This is an optimization exercise on Yosys and OpenROAD, whose aim is small area and a short achievable clock period, not a production implementation.
At most, simulation tests tie the RTL to the original design; equivalence was not proved.
Power is estimated from default activity; no workload was simulated.

epsilon:
==> flow/design.v <==
`timescale 1ns/1ps
`default_nettype none
package cnt_pkg;
  localparam int CNT_NUM = 4;
  localparam int CNT_W   = 32;
  localparam int INTR_W  = 2 * CNT_NUM;
endpackage
`default_nettype wire
`timescale 1ns/1ps
`default_nettype none
module cnt_apb_regs (
  input  logic [31:0]                 i_paddr,
  input  logic                        i_pwrite,
  input  logic                        i_psel,
  input  logic                        i_penable,
  output logic                        o_wr,
  output logic                        o_rd,
  output logic                        o_sel_trig,
  output logic                        o_sel_sts,
  output logic                        o_sel_mset,
  output logic                        o_sel_mclr,
  output logic [cnt_pkg::CNT_NUM-1:0] o_sel_ctrl,
  output logic [cnt_pkg::CNT_NUM-1:0] o_sel_tgt,
  output logic [cnt_pkg::CNT_NUM-1:0] o_sel_cnt,
  output logic [cnt_pkg::CNT_NUM-1:0] o_sel_cap
);
  logic       base;
  logic [3:0] ofs;
  assign o_wr = i_psel & ~i_penable & i_pwrite;
  assign o_rd = i_psel & ~i_penable & ~i_pwrite;
  assign base = ~|{i_paddr[31:7], i_paddr[1:0]};
  always_comb begin
    for (int k = 0; k < 4; k++) ofs[k] = (i_paddr[3:2] == k[1:0]);
  end
  assign o_sel_trig = base & (i_paddr[6:4] == 3'd0) & ofs[0];
  assign o_sel_sts  = base & (i_paddr[6:4] == 3'd0) & ofs[1];
  assign o_sel_mset = base & (i_paddr[6:4] == 3'd0) & ofs[2];
  assign o_sel_mclr = base & (i_paddr[6:4] == 3'd0) & ofs[3];
  for (genvar n = 0; n < cnt_pkg::CNT_NUM; n++) begin : g_sel
    logic blk;
    assign blk           = base & (i_paddr[6:4] == 3'(n + 2));
    assign o_sel_ctrl[n] = blk & ofs[0];
    assign o_sel_tgt[n]  = blk & ofs[1];
    assign o_sel_cnt[n]  = blk & ofs[2];
    assign o_sel_cap[n]  = blk & ofs[3];
  end
endmodule
`default_nettype wire
`timescale 1ns/1ps
`default_nettype none
module cnt_channel (
  input  logic        i_pclk,
  input  logic        i_prst_n,
  input  logic        i_wr,
  input  logic        i_rd,
  input  logic        i_sel_ctrl,
  input  logic        i_sel_tgt,
  input  logic        i_sel_cnt,
  input  logic        i_sel_cap,
  input  logic        i_glb_trig,    
  input  logic [31:0] i_wdata,
  input  logic        i_din_a,
  output logic        o_dout_a,
  output logic        o_dout_a_oen,
  output logic [31:0] o_rdata,       
  output logic        o_cmp_evt,
  output logic        o_cap_evt
);
  logic        en_q, edge_q, ovwr_q;
  logic [31:0] tgt_q;
  logic        clear_q;      
  logic        run_nx_q;     
  logic        run_q;
  logic [31:0] cnt_q;
  logic [31:0] cap_q;
  logic        full_q;
  logic        cap_vld_q;
  logic        dout_q, cmp_evt_q, cap_evt_q;
  logic        din_s1, din_s2, din_d;
  logic [31:0] cnt_tgl;
  logic ctrl_wr, glb, start_in, stop_in, clear_in;
  logic load, counting, eq, hit, edge_hit, cap_take, cap_read;
  assign ctrl_wr  = i_wr & i_sel_ctrl;
  assign glb      = i_glb_trig & en_q;
  assign start_in = (ctrl_wr & i_wdata[4]) | (glb & i_wdata[0]);
  assign stop_in  = (ctrl_wr & i_wdata[5]) | (glb & i_wdata[1]);
  assign clear_in = (ctrl_wr & i_wdata[6]) | (glb & i_wdata[2]);
  always_ff @(posedge i_pclk or negedge i_prst_n) begin
    if (!i_prst_n) begin
      en_q   <= 1'b0;
      edge_q <= 1'b0;
      ovwr_q <= 1'b0;
    end else if (ctrl_wr) begin
      en_q   <= i_wdata[0];
      edge_q <= i_wdata[1];
      ovwr_q <= i_wdata[2];
    end
  end
  always_ff @(posedge i_pclk or negedge i_prst_n) begin
    if (!i_prst_n) begin
      tgt_q <= '0;
    end else if (i_wr & i_sel_tgt) begin
      tgt_q <= i_wdata;
    end
  end
  always_ff @(posedge i_pclk or negedge i_prst_n) begin
    if (!i_prst_n) begin
      clear_q  <= 1'b0;
      run_nx_q <= 1'b0;
      run_q    <= 1'b0;
    end else begin
      clear_q  <= clear_in;
      run_nx_q <= ~stop_in & (start_in | run_nx_q);
      run_q    <= run_nx_q;
    end
  end
  assign load     = i_wr & i_sel_cnt;
  assign counting = run_q & en_q;
  assign eq       = (cnt_q == tgt_q);
  assign hit      = counting & eq & ~clear_q & ~load;
  always_comb begin
    cnt_tgl[0] = counting;
    for (int i = 1; i < 32; i++) cnt_tgl[i] = counting & (&(cnt_q | ~((32'd1 << i) - 32'd1)));
  end
  always_ff @(posedge i_pclk or negedge i_prst_n) begin
    if (!i_prst_n) begin
      cnt_q <= '0;
    end else begin
      cnt_q <= ({32{~clear_q & load}} & i_wdata)
             | ({32{~clear_q & ~load & ~(counting & eq)}} & (cnt_q ^ cnt_tgl));
    end
  end
  always_ff @(posedge i_pclk or negedge i_prst_n) begin
    if (!i_prst_n) begin
      dout_q    <= 1'b0;
      cmp_evt_q <= 1'b0;
    end else begin
      dout_q    <= dout_q ^ hit;
      cmp_evt_q <= hit;
    end
  end
  always_ff @(posedge i_pclk or negedge i_prst_n) begin
    if (!i_prst_n) begin
      din_s1 <= 1'b0;
      din_s2 <= 1'b0;
      din_d  <= 1'b0;
    end else begin
      din_s1 <= i_din_a;
      din_s2 <= din_s1;
      din_d  <= din_s2;
    end
  end
  assign edge_hit = (din_s2 ^ din_d) & (din_d == edge_q);
  assign cap_take = en_q & edge_hit & (~full_q | ovwr_q);
  assign cap_read = i_rd & i_sel_cap;
  always_ff @(posedge i_pclk or negedge i_prst_n) begin
    if (!i_prst_n) begin
      full_q    <= 1'b0;
      cap_evt_q <= 1'b0;
    end else begin
      full_q    <= cap_take | (full_q & ~cap_read);
      cap_evt_q <= cap_take;
    end
  end
  always_ff @(posedge i_pclk) begin
    if (cap_take) begin
      cap_q <= cnt_q;
    end
  end
  always_ff @(posedge i_pclk or negedge i_prst_n) begin
    if (!i_prst_n) begin
      cap_vld_q <= 1'b0;
    end else if (cap_take) begin
      cap_vld_q <= 1'b1;
    end
  end
  assign o_rdata = ({32{i_sel_tgt}} & tgt_q)
                 | ({32{i_sel_cnt}} & cnt_q)
                 | ({32{i_sel_cap & cap_vld_q}} & cap_q)
                 | ({32{i_sel_ctrl}} & {22'd0, full_q, run_q, 5'd0, ovwr_q, edge_q, en_q});
  assign o_dout_a     = dout_q;
  assign o_dout_a_oen = en_q;
  assign o_cmp_evt    = cmp_evt_q;
  assign o_cap_evt    = cap_evt_q;
endmodule
`default_nettype wire
`timescale 1ns/1ps
`default_nettype none
module cnt_intr_ctrl (
  input  logic                       i_pclk,
  input  logic                       i_prst_n,
  input  logic [cnt_pkg::INTR_W-1:0] i_evt,
  input  logic                       i_sts_clr_wr,
  input  logic                       i_mask_set_wr,
  input  logic                       i_mask_clr_wr,
  input  logic [cnt_pkg::INTR_W-1:0] i_data,
  output logic [cnt_pkg::INTR_W-1:0] o_sts,
  output logic [cnt_pkg::INTR_W-1:0] o_mask,
  output logic                       o_int
);
  logic [cnt_pkg::INTR_W-1:0] sts_q;
  logic [cnt_pkg::INTR_W-1:0] mask_q;
  logic                       int_q;
  always_ff @(posedge i_pclk or negedge i_prst_n) begin
    if (!i_prst_n) begin
      sts_q <= '0;
    end else begin
      sts_q <= (sts_q & ~({cnt_pkg::INTR_W{i_sts_clr_wr}} & i_data)) | i_evt;
    end
  end
  always_ff @(posedge i_pclk or negedge i_prst_n) begin
    if (!i_prst_n) begin
      mask_q <= '0;
    end else if (i_mask_set_wr) begin
      mask_q <= mask_q | i_data;
    end else if (i_mask_clr_wr) begin
      mask_q <= mask_q & ~i_data;
    end
  end
  always_ff @(posedge i_pclk or negedge i_prst_n) begin
    if (!i_prst_n) begin
      int_q <= 1'b0;
    end else begin
      int_q <= |(sts_q & mask_q);
    end
  end
  assign o_sts  = sts_q;
  assign o_mask = mask_q;
  assign o_int  = int_q;
endmodule
`default_nettype wire
`timescale 1ns/1ps
`default_nettype none
module counter_top (
  input  logic                        i_pclk,
  input  logic                        i_prst_n,
  input  logic [31:0]                 i_paddr,
  input  logic [31:0]                 i_pwdata,
  input  logic                        i_pwrite,
  input  logic                        i_psel,
  input  logic                        i_penable,
  output logic [31:0]                 o_prdata,
  input  logic [cnt_pkg::CNT_NUM-1:0] i_extern_din_a,
  output logic [cnt_pkg::CNT_NUM-1:0] o_extern_dout_a,
  output logic [cnt_pkg::CNT_NUM-1:0] o_extern_dout_a_oen,
  output logic                        o_int
);
  logic                           wr, rd;
  logic                           sel_trig, sel_sts, sel_mset, sel_mclr;
  logic [cnt_pkg::CNT_NUM-1:0]    sel_ctrl, sel_tgt, sel_cnt, sel_cap;
  logic [cnt_pkg::CNT_NUM*32-1:0] ch_rdata;
  logic [cnt_pkg::INTR_W-1:0]     intr_evt;
  logic [cnt_pkg::INTR_W-1:0]     intr_sts;
  logic [cnt_pkg::INTR_W-1:0]     intr_mask;
  logic [31:0]                    rdata;
  logic [31:0]                    prdata_q;
  cnt_apb_regs u_dec (
    .i_paddr    (i_paddr),
    .i_pwrite   (i_pwrite),
    .i_psel     (i_psel),
    .i_penable  (i_penable),
    .o_wr       (wr),
    .o_rd       (rd),
    .o_sel_trig (sel_trig),
    .o_sel_sts  (sel_sts),
    .o_sel_mset (sel_mset),
    .o_sel_mclr (sel_mclr),
    .o_sel_ctrl (sel_ctrl),
    .o_sel_tgt  (sel_tgt),
    .o_sel_cnt  (sel_cnt),
    .o_sel_cap  (sel_cap)
  );
  for (genvar n = 0; n < cnt_pkg::CNT_NUM; n++) begin : g_ch
    cnt_channel u_ch (
      .i_pclk       (i_pclk),
      .i_prst_n     (i_prst_n),
      .i_wr         (wr),
      .i_rd         (rd),
      .i_sel_ctrl   (sel_ctrl[n]),
      .i_sel_tgt    (sel_tgt[n]),
      .i_sel_cnt    (sel_cnt[n]),
      .i_sel_cap    (sel_cap[n]),
      .i_glb_trig   (wr & sel_trig),
      .i_wdata      (i_pwdata),
      .i_din_a      (i_extern_din_a[n]),
      .o_dout_a     (o_extern_dout_a[n]),
      .o_dout_a_oen (o_extern_dout_a_oen[n]),
      .o_rdata      (ch_rdata[32*n +: 32]),
      .o_cmp_evt    (intr_evt[2*n]),
      .o_cap_evt    (intr_evt[2*n+1])
    );
  end
  cnt_intr_ctrl u_intr (
    .i_pclk        (i_pclk),
    .i_prst_n      (i_prst_n),
    .i_evt         (intr_evt),
    .i_sts_clr_wr  (wr & sel_sts),
    .i_mask_set_wr (wr & sel_mset),
    .i_mask_clr_wr (wr & sel_mclr),
    .i_data        (i_pwdata[cnt_pkg::INTR_W-1:0]),
    .o_sts         (intr_sts),
    .o_mask        (intr_mask),
    .o_int         (o_int)
  );
  always_comb begin
    rdata = {24'd0, ({8{sel_sts}} & intr_sts) | ({8{sel_mset}} & intr_mask)};
    for (int n = 0; n < cnt_pkg::CNT_NUM; n++) rdata = rdata | ch_rdata[32*n +: 32];
  end
  always_ff @(posedge i_pclk) begin
    prdata_q <= rdata;
  end
  assign o_prdata = prdata_q;
endmodule
`default_nettype wire
Settings: LEC_CHECK=0, CAP_MARGIN=20, CORE_MARGIN=2, CORE_UTILIZATION=40, SETUP_SLACK_MARGIN=1.0, SLEW_MARGIN=20; clock period 3.5 ns.
standard.sh (not shown) runs the stock make flow with config.mk's settings and CLKGATE_MAP_FILE= SYNTH_SCRIPT=/design/flow/synth_recipe.tcl, a recipe that flattens the netlist after the stock synthesis.
==> flow/flow/run.sh <==
#!/bin/bash
# Standard layout with three changes: the port buffers are plain buf_2 cells
# instead of the delay cells buffer_ports picks on its own, and clock tree
# synthesis adds no dummy loads and builds the tree from clkbuf_4/clkbuf_8.
set -euo pipefail
export BUFFER_PORTS_ARGS="-buffer_cell sky130_fd_sc_hd__buf_2"
export CTS_ARGS="-sink_clustering_enable -repair_clock_nets -dont_use_dummy_load -buf_list {sky130_fd_sc_hd__clkbuf_4 sky130_fd_sc_hd__clkbuf_8}"
bash standard.sh finish > make_finish.log 2>&1
Here is what was changed in the inputs of beta compared with epsilon.
-- flow/design.v --
<<< epsilon, line 69
  logic        en_q, edge_q, ovwr_q;
  logic [31:0] tgt_q;
  logic        clear_q;      
  logic        run_nx_q;     
>>> beta, line 69
  logic        en_q, edge_q, ovwr_q;
  logic [31:0] tgt_q;
  logic        tgt_vld_q;
  logic        clear_q;      
  logic        run_nx_q;     
<<< epsilon, line 97
    end
  end
  always_ff @(posedge i_pclk or negedge i_prst_n) begin
    if (!i_prst_n) begin
      tgt_q <= '0;
    end else if (i_wr & i_sel_tgt) begin
      tgt_q <= i_wdata;
    end
  end
>>> beta, line 98
    end
  end
  always_ff @(posedge i_pclk) begin
    if (i_wr & i_sel_tgt) begin
      tgt_q <= i_wdata;
    end
  end
  always_ff @(posedge i_pclk or negedge i_prst_n) begin
    if (!i_prst_n) begin
      tgt_vld_q <= 1'b0;
    end else if (i_wr & i_sel_tgt) begin
      tgt_vld_q <= 1'b1;
    end
  end
<<< epsilon, line 117
  assign load     = i_wr & i_sel_cnt;
  assign counting = run_q & en_q;
  assign eq       = (cnt_q == tgt_q);
  assign hit      = counting & eq & ~clear_q & ~load;
  always_comb begin
>>> beta, line 123
  assign load     = i_wr & i_sel_cnt;
  assign counting = run_q & en_q;
  assign eq       = tgt_vld_q ? (cnt_q == tgt_q) : (cnt_q == 32'd0);
  assign hit      = counting & eq & ~clear_q & ~load;
  always_comb begin
<<< epsilon, line 175
    end
  end
  assign o_rdata = ({32{i_sel_tgt}} & tgt_q)
                 | ({32{i_sel_cnt}} & cnt_q)
                 | ({32{i_sel_cap & cap_vld_q}} & cap_q)
>>> beta, line 181
    end
  end
  assign o_rdata = ({32{i_sel_tgt & tgt_vld_q}} & tgt_q)
                 | ({32{i_sel_cnt}} & cnt_q)
                 | ({32{i_sel_cap & cap_vld_q}} & cap_q)
[summary]
Compared with epsilon, in beta clock power flat; height of the chip went down about 0.56%; synthesized netlist net count down 105.
Looking at via count of the first global-routing pass, beta sits below epsilon.
Changes observed in beta relative to epsilon: area growth from synthesis to layout saw an increase; logic depth of the worst path, buffers included saw an increase.
beta against epsilon; final cell count is down slightly.
Compared with epsilon, in beta combinational power +about 7.5%, number of inserted diodes higher, non-clock buffer count now sits higher, routability congestion estimate from global placement moved up.
Taking epsilon as the reference, in beta synthesized area per cell shows an increase of about 4%, number of DRC markers in iteration 0 shows an increase of 441.
epsilon ended up with sky130_fd_sc_hd__dfrtp_1 as its slowest cell on the critical path; beta ended up with sky130_fd_sc_hd__dfrtp_2.
Most frequent standard cell in the layout excluding fill and tap cells: sky130_fd_sc_hd__edfxtp_1 -> beta, sky130_fd_sc_hd__dfrtp_1 -> epsilon
Only the layout flow was run in beta; the RTL was not checked for function there.

## separate check: timing with driven ports
The flow's constraints put no driver on any port. The routed layouts listed below were extracted and timed again, unchanged, in two steps.
Step 1 sets driving cells, clkbuf_16 on the clock port and buf_2 on the other inputs (assumed; they add their load-dependent delay and slew).
Step 2 also shifts input and output timing later by t, the mid clock arrival at the registers, as if the neighbouring blocks saw the same clock.
a / b / c = ideal / step 1 / step 2; a / b = the first two.
run | shift t [ns] | setup WS [ns] | latest minus earliest clock arrival (ns) | worst slew at a driven data input, ns | cell pins on the clock port's net
epsilon | 0.724 | 1.016 / 1.016 / 0.328 | 0.088 / 0.089 | 0.10 | 1
beta | 0.738 | 0.816 / 0.816 / 0.264 | 0.072 / 0.072 | 0.03 | 1
After both steps every run listed still meets setup and hold. For epsilon, which loses most, drivers alone change the setup slack by 0.000 ns; drivers and shift together by -0.688 ns.
